Background: an optimization exercise with open tools, aiming at a short achievable clock period and few clock cycles. Do not read the settings as production practice. At most, simulation tests tie the RTL to the original design; equivalence was not proved. The clock port is modelled as an ideal driver, which makes a skipped or thinned clock tree look cheaper than it is; a real chip needs a root buffer or a tree. Power and IR drop assume default switching activity.

==> flow/design.v (excerpt) <==
module round_robin_task_scheduler #(
    parameter int TASKS      = rrts_pkg::D_TASKS,
    parameter int MAILBOXES  = rrts_pkg::D_MAILBOXES,
    parameter int FIFO_DEPTH = rrts_pkg::D_FIFO_DEPTH,
    parameter int MSG_WIDTH  = rrts_pkg::D_MSG_WIDTH
) (
    input  logic                        i_clk,
    input  logic                        i_rst_n,
    input  logic                        i_cfg_we,
    input  logic [rrts_pkg::CFG_W-1:0]  i_cfg_data,
    input  logic                        i_cmd_valid,
    output logic                        o_cmd_ready,
    input  logic [rrts_pkg::CMD_W-1:0]  i_cmd_cmd,
    input  logic [rrts_pkg::TASK_W-1:0] i_cmd_target_task,
    input  logic [rrts_pkg::BOX_W-1:0]  i_cmd_box,
    input  logic [rrts_pkg::MSG_W-1:0]  i_cmd_message,
    output logic                        o_res_valid,
    input  logic                        i_res_ready,
    output logic [rrts_pkg::TASK_W-1:0] o_res_next_task,
    output logic                        o_res_all_idle,
    output logic                        o_res_ret_valid,
    output logic [rrts_pkg::MSG_W-1:0]  o_res_ret_message,
    output logic                        o_res_wake_valid,
    output logic [rrts_pkg::TASK_W-1:0] o_res_wake_task,
    output logic [rrts_pkg::MSG_W-1:0]  o_res_wake_message,
    output logic                        o_res_dropped,
    output logic                        o_res_recv_refused
);
    localparam int NT = 16;
    localparam int NB = 4;
    localparam int FD = 8;
    localparam int MW = 16;
    localparam int RES_W = 2 * rrts_pkg::TASK_W + 2 * rrts_pkg::MSG_W + 5;
    logic r_rst_n;
    always_ff @(posedge i_clk) begin
        r_rst_n <= i_rst_n;
    end
    logic [4:0]    r_cfg;
    logic [NT-1:0] r_nmask;
    logic [NT-1:0] nmask_d;
    always_ff @(posedge i_clk) begin
        if (!i_rst_n) begin
            r_cfg <= 5'd1;
        end else if (i_cfg_we) begin
            r_cfg <= i_cfg_data;
        end
        r_nmask <= nmask_d;
    end
    always_comb begin
        for (int i = 0; i < NT; i++) begin
            nmask_d[i] = (r_cfg == 5'd0) ? (i == 0) : (5'(i) < r_cfg);
        end
    end
    logic          r_ready;
    logic          accept;
    logic          c_v, c_start, c_fse, c_wakeup;
  ...
Size: ~3,300 cells after synthesis, ~1,200 flip-flops, roughly 0.044 mm² of cells after synthesis.
Settings: LEC_CHECK=0, ABC_CLOCK_PERIOD_IN_PS=2000, CAP_MARGIN=20, CORE_MARGIN=2, CORE_UTILIZATION=55, PLACE_DENSITY=0.68, SETUP_SLACK_MARGIN=5, SLEW_MARGIN=20; clock period 8.0 ns.
standard.sh (not shown) runs the stock make flow with config.mk's settings and CLKGATE_MAP_FILE= SYNTH_SCRIPT=/design/flow/synth_recipe.tcl, a recipe that flattens the netlist after the stock synthesis.
==> flow/flow/run.sh <==
#!/bin/bash
set -euo pipefail
MARGIN=6
sed -E "s/SETUP_SLACK_MARGIN=[0-9.]+/SETUP_SLACK_MARGIN=${MARGIN}/" standard.sh > standard_tight.sh
grep -q "SETUP_SLACK_MARGIN=${MARGIN}" standard_tight.sh
export PRE_CTS_TCL="$PWD/flow/cts_hook.tcl"
bash standard_tight.sh > standard_tight.log 2>&1
Other scripts of this flow, unchanged in this note and not shown: flow/flow/cts_hook.tcl, flow/flow/mytree.tcl
Testbench counts at the start, summed over its fixed seeds: cycles 9,707.
Change:
--- a/flow/design.v
+++ b/flow/design.v
@@ -125,19 +125,19 @@
             nmask_d[i] = (r_cfg == 5'd0) ? (i == 0) : (5'(i) < r_cfg);
         end
     end
     logic          r_ready;
     logic          accept;
     logic          c_v, c_start, c_fse, c_wakeup;
     logic [NB-1:0] c_send, c_recv;
     logic [NT-1:0] c_tgt;
     logic [MW-1:0] c_msg;
-    assign accept = i_cmd_valid && (r_inflight != 3'd5);
+    assign accept = i_cmd_valid && r_ready;
     always_ff @(posedge i_clk) begin
         c_v      <= i_rst_n && accept;
         c_start  <= i_rst_n && accept && (i_cmd_cmd == rrts_pkg::CMD_START);
         c_fse    <= i_rst_n && accept && ((i_cmd_cmd == rrts_pkg::CMD_FAULT) ||
                                           (i_cmd_cmd == rrts_pkg::CMD_EXIT) ||
                                           (i_cmd_cmd == rrts_pkg::CMD_SLEEP));
         c_wakeup <= i_rst_n && accept && (i_cmd_cmd == rrts_pkg::CMD_WAKEUP);
         for (int b = 0; b < NB; b++) begin
             c_send[b] <= i_rst_n && accept && (i_cmd_cmd == rrts_pkg::CMD_SEND) &&
@@ -299,21 +299,18 @@
         w_res.dropped      = r_drop;
         w_res.recv_refused = r_ref;
     end
     localparam int QD = 5;
     logic [RES_W-1:0] r_q [QD];
     logic [QD-1:0]    r_qwr, r_qrd;   
     logic [QD-1:0]    r_qv;           
     rrts_pkg::t_res   r_head;
     logic [2:0]       r_inflight;     
-    logic [2:0]       r_qc;           
-    logic             r_ovalid;       
-    logic [2:0]       qc_keep, qc_next;
     logic             take;
     logic [RES_W-1:0] q_first, q_second, h_keep, h_next;
     logic [QD-1:0]    qv_keep, qv_next;
     logic [2:0]       if_0, if_a, if_t, if_at;
     logic             rdy_0, rdy_a, rdy_t, rdy_at;
     assign take = i_res_ready && r_qv[0];
     always_comb begin
         q_first  = '0;
         q_second = '0;
@@ -325,61 +322,55 @@
         h_next = r_qv[1] ? q_second : w_res;
         for (int j = 0; j < QD; j++) begin
             qv_keep[j] = r_qv[j] || (r_rv && ((j == 0) || r_qv[(j == 0) ? 0 : j-1]));
             if (j < QD - 1) begin
                 qv_next[j] = r_qv[(j < QD - 1) ? j+1 : j] || (r_rv && r_qv[j]);
             end else begin
                 qv_next[j] = r_rv && r_qv[j];
             end
         end
-        qc_keep = r_qc + 3'(r_rv);
-        qc_next = r_qc + 3'(r_rv) - 3'd1;
         if_0   = r_inflight;
         if_a   = r_inflight + 3'd1;
         if_t   = r_inflight - 3'd1;
         if_at  = r_inflight;
         rdy_0  = (if_0  < 3'd5);
         rdy_a  = (if_a  < 3'd5);
         rdy_t  = (if_t  < 3'd5);
         rdy_at = (if_at < 3'd5);
     end
     always_ff @(posedge i_clk) begin
         for (int j = 0; j < QD; j++) begin
             if (r_rv && r_qwr[j]) r_q[j] <= w_res;
         end
         r_head <= i_res_ready ? h_next : h_keep;
         if (!r_rst_n) begin
             r_qwr <= 5'd1;
             r_qrd <= 5'd1;
             r_qv  <= '0;
-            r_qc     <= '0;
-            r_ovalid <= 1'b0;
         end else begin
-            r_qc     <= take ? qc_next : qc_keep;
-            r_ovalid <= take ? (qc_next != 3'd0) : (qc_keep != 3'd0);
             if (r_rv) r_qwr <= {r_qwr[QD-2:0], r_qwr[QD-1]};
             if (take) r_qrd <= {r_qrd[QD-2:0], r_qrd[QD-1]};
             r_qv <= take ? qv_next : qv_keep;
         end
         if (!i_rst_n) begin
             r_inflight <= '0;
             r_ready    <= 1'b1;
         end else begin
             case ({accept, take})
                 2'b00: begin r_inflight <= if_0;  r_ready <= rdy_0;  end
                 2'b10: begin r_inflight <= if_a;  r_ready <= rdy_a;  end
                 2'b01: begin r_inflight <= if_t;  r_ready <= rdy_t;  end
                 default: begin r_inflight <= if_at; r_ready <= rdy_at; end
             endcase
         end
     end
     assign o_cmd_ready = r_ready;
-    assign o_res_valid        = r_ovalid;
+    assign o_res_valid        = r_qv[0];
     assign o_res_next_task    = r_head.next_task;
     assign o_res_all_idle     = r_head.all_idle;
     assign o_res_ret_valid    = r_head.ret_valid;
     assign o_res_ret_message  = r_head.ret_message;
     assign o_res_wake_valid   = r_head.wake_valid;
     assign o_res_wake_task    = r_head.wake_task;
     assign o_res_wake_message = r_head.wake_message;
     assign o_res_dropped      = r_head.dropped;
     assign o_res_recv_refused = r_head.recv_refused;
Worst setup slack gets worse by 0.0063 ns. Design area drops by 1.3%. Flip-flop and latch count drops by 4. Area after synthesis drops by 0.79%. Worst hold slack gets better by 0.032 ns. Cell count drops by 2.1%.
For the second run of this note, only the layout was checked, not whether the RTL still works. No run of this note takes its clock network from TritonCTS; it comes from the design's own scripts or RTL.

* * *

== run a ==
Starting RTL as in the previous note.
export LEC_CHECK = 0
export ABC_CLOCK_PERIOD_IN_PS = 2000
export CAP_MARGIN = 20
export CORE_MARGIN = 2
export CORE_UTILIZATION = 40
export SETUP_SLACK_MARGIN = 5
export SLEW_MARGIN = 20
create_clock -name core_clock -period 8.0 [get_ports {i_clk}]
Scripts as last shown in full above: flow/flow/run.sh
Other scripts of this flow, unchanged in this note and not shown: flow/flow/cts_hook.tcl, flow/flow/moveff.tcl, flow/flow/mytree.tcl
Run a: no failed stages, no open violations at the end
Testbench counts of run a, summed over its fixed seeds: cycles 9,707.
--- input diff run a..run b ---
--- a/flow/design.v
+++ b/flow/design.v
@@ -127,15 +127,15 @@
     end
     logic          r_ready;
     logic          accept;
     logic          c_v, c_start, c_fse, c_wakeup;
     logic [NB-1:0] c_send, c_recv;
     logic [NT-1:0] c_tgt;
     logic [MW-1:0] c_msg;
-    assign accept = i_cmd_valid && (r_inflight != 3'd5);
+    assign accept = i_cmd_valid && !r_inflight[5];
     always_ff @(posedge i_clk) begin
         c_v      <= i_rst_n && accept;
         c_start  <= i_rst_n && accept && (i_cmd_cmd == rrts_pkg::CMD_START);
         c_fse    <= i_rst_n && accept && ((i_cmd_cmd == rrts_pkg::CMD_FAULT) ||
                                           (i_cmd_cmd == rrts_pkg::CMD_EXIT) ||
                                           (i_cmd_cmd == rrts_pkg::CMD_SLEEP));
         c_wakeup <= i_rst_n && accept && (i_cmd_cmd == rrts_pkg::CMD_WAKEUP);
@@ -300,23 +300,22 @@
         w_res.recv_refused = r_ref;
     end
     localparam int QD = 5;
     logic [RES_W-1:0] r_q [QD];
     logic [QD-1:0]    r_qwr, r_qrd;   
     logic [QD-1:0]    r_qv;           
     rrts_pkg::t_res   r_head;
-    logic [2:0]       r_inflight;     
+    logic [5:0]       r_inflight;     
     logic [2:0]       r_qc;           
     logic             r_ovalid;       
     logic [2:0]       qc_keep, qc_next;
     logic             take;
     logic [RES_W-1:0] q_first, q_second, h_keep, h_next;
     logic [QD-1:0]    qv_keep, qv_next;
-    logic [2:0]       if_0, if_a, if_t, if_at;
-    logic             rdy_0, rdy_a, rdy_t, rdy_at;
+    logic [5:0]       if_up, if_down;
     assign take = i_res_ready && r_qv[0];
     always_comb begin
         q_first  = '0;
         q_second = '0;
         for (int j = 0; j < QD; j++) begin
             if (r_qrd[j]) q_first  = q_first  | r_q[j];
             if (r_qrd[j]) q_second = q_second | r_q[(j + 1) % QD];
@@ -329,22 +328,16 @@
                 qv_next[j] = r_qv[(j < QD - 1) ? j+1 : j] || (r_rv && r_qv[j]);
             end else begin
                 qv_next[j] = r_rv && r_qv[j];
             end
         end
         qc_keep = r_qc + 3'(r_rv);
         qc_next = r_qc + 3'(r_rv) - 3'd1;
-        if_0   = r_inflight;
-        if_a   = r_inflight + 3'd1;
-        if_t   = r_inflight - 3'd1;
-        if_at  = r_inflight;
-        rdy_0  = (if_0  < 3'd5);
-        rdy_a  = (if_a  < 3'd5);
-        rdy_t  = (if_t  < 3'd5);
-        rdy_at = (if_at < 3'd5);
+        if_up   = {r_inflight[4:0], 1'b0};
+        if_down = {1'b0, r_inflight[5:1]};
     end
     always_ff @(posedge i_clk) begin
         for (int j = 0; j < QD; j++) begin
             if (r_rv && r_qwr[j]) r_q[j] <= w_res;
         end
         r_head <= i_res_ready ? h_next : h_keep;
         if (!r_rst_n) begin
@@ -357,22 +350,21 @@
             r_qc     <= take ? qc_next : qc_keep;
             r_ovalid <= take ? (qc_next != 3'd0) : (qc_keep != 3'd0);
             if (r_rv) r_qwr <= {r_qwr[QD-2:0], r_qwr[QD-1]};
             if (take) r_qrd <= {r_qrd[QD-2:0], r_qrd[QD-1]};
             r_qv <= take ? qv_next : qv_keep;
         end
         if (!i_rst_n) begin
-            r_inflight <= '0;
+            r_inflight <= 6'd1;
             r_ready    <= 1'b1;
         end else begin
             case ({accept, take})
-                2'b00: begin r_inflight <= if_0;  r_ready <= rdy_0;  end
-                2'b10: begin r_inflight <= if_a;  r_ready <= rdy_a;  end
-                2'b01: begin r_inflight <= if_t;  r_ready <= rdy_t;  end
-                default: begin r_inflight <= if_at; r_ready <= rdy_at; end
+                2'b10:   begin r_inflight <= if_up;   r_ready <= !r_inflight[4]; end
+                2'b01:   begin r_inflight <= if_down; r_ready <= 1'b1;           end
+                default: begin r_inflight <= r_inflight; r_ready <= !r_inflight[5]; end
             endcase
         end
     end
     assign o_cmd_ready = r_ready;
     assign o_res_valid        = r_ovalid;
     assign o_res_next_task    = r_head.next_task;
     assign o_res_all_idle     = r_head.all_idle;
==> summary.txt <==
Final cell area: run b above run a. Any difference in multi-input logic portion of the cell area between run a and run b is small enough to ignore. The final reports for run b and run a show simple-gate area share of the yosys netlist lower in the former. Looking at final core area utilization across run b and run a, the one that comes out lower is run a. Run a has a higher share of total power in sequential cells than run b. Compared with run a, run b shows a lower clock power share. Going from run a to run b, total of endpoints with negative setup slack in the final report flat; setup slack -0.0037 ns; met3 demand-to-capacity share in global routing -0.31 points; count of unique library cells instantiated by Yosys went down by 3. From run a to run b the numbers moved as follows: routed wire length now smaller, synthesis-stage register bit count essentially unchanged. When run b is set beside run a, its via count of the first global-routing pass turns out to be 501 smaller. More vias were needed by run a than by run b.
Testbench counts of run b, summed over its fixed seeds: cycles 9,707.
No run of this note takes its clock network from TritonCTS; it comes from the design's own scripts or RTL.

-- afterwards: timing with drivers on the ports --
How much do the figures lean on ideal ports? The routed layouts below were timed once more, with nothing changed but the port constraints. Step 1 assumes that a clkbuf_16 drives the clock port and a buf_2 every other input. Step 2, shift: input delay + t, output delay - t, t = (earliest + latest rising clock arrival at the registers) / 2. This alone moves slack from input paths to output paths. Slacks: ideal ports / drivers / drivers and shift; pairs: ideal ports / drivers.
| run | shift t [ns] | setup slack, ns | worst setup path at the end | slew at the worst register clock pin (ns) |
|---|---|---|---|---|
| the first run of note 1 | 0.598 | 5.419 / 5.279 / 5.035 | input to register | 0.10 / 0.10 |
| the second run of note 1 | 0.601 | 5.413 / 5.270 / 5.133 | input to register | 0.09 / 0.09 |
| run a | 0.571 | 5.505 / 5.348 / 5.082 | input to register | 0.12 / 0.12 |
| run b | 0.569 | 5.501 / 5.345 / 5.057 | input to register | 0.12 / 0.12 |
After both steps every run listed still meets setup and hold. For run b, which loses most, drivers alone change the setup slack by -0.156 ns; drivers and shift together by -0.444 ns.
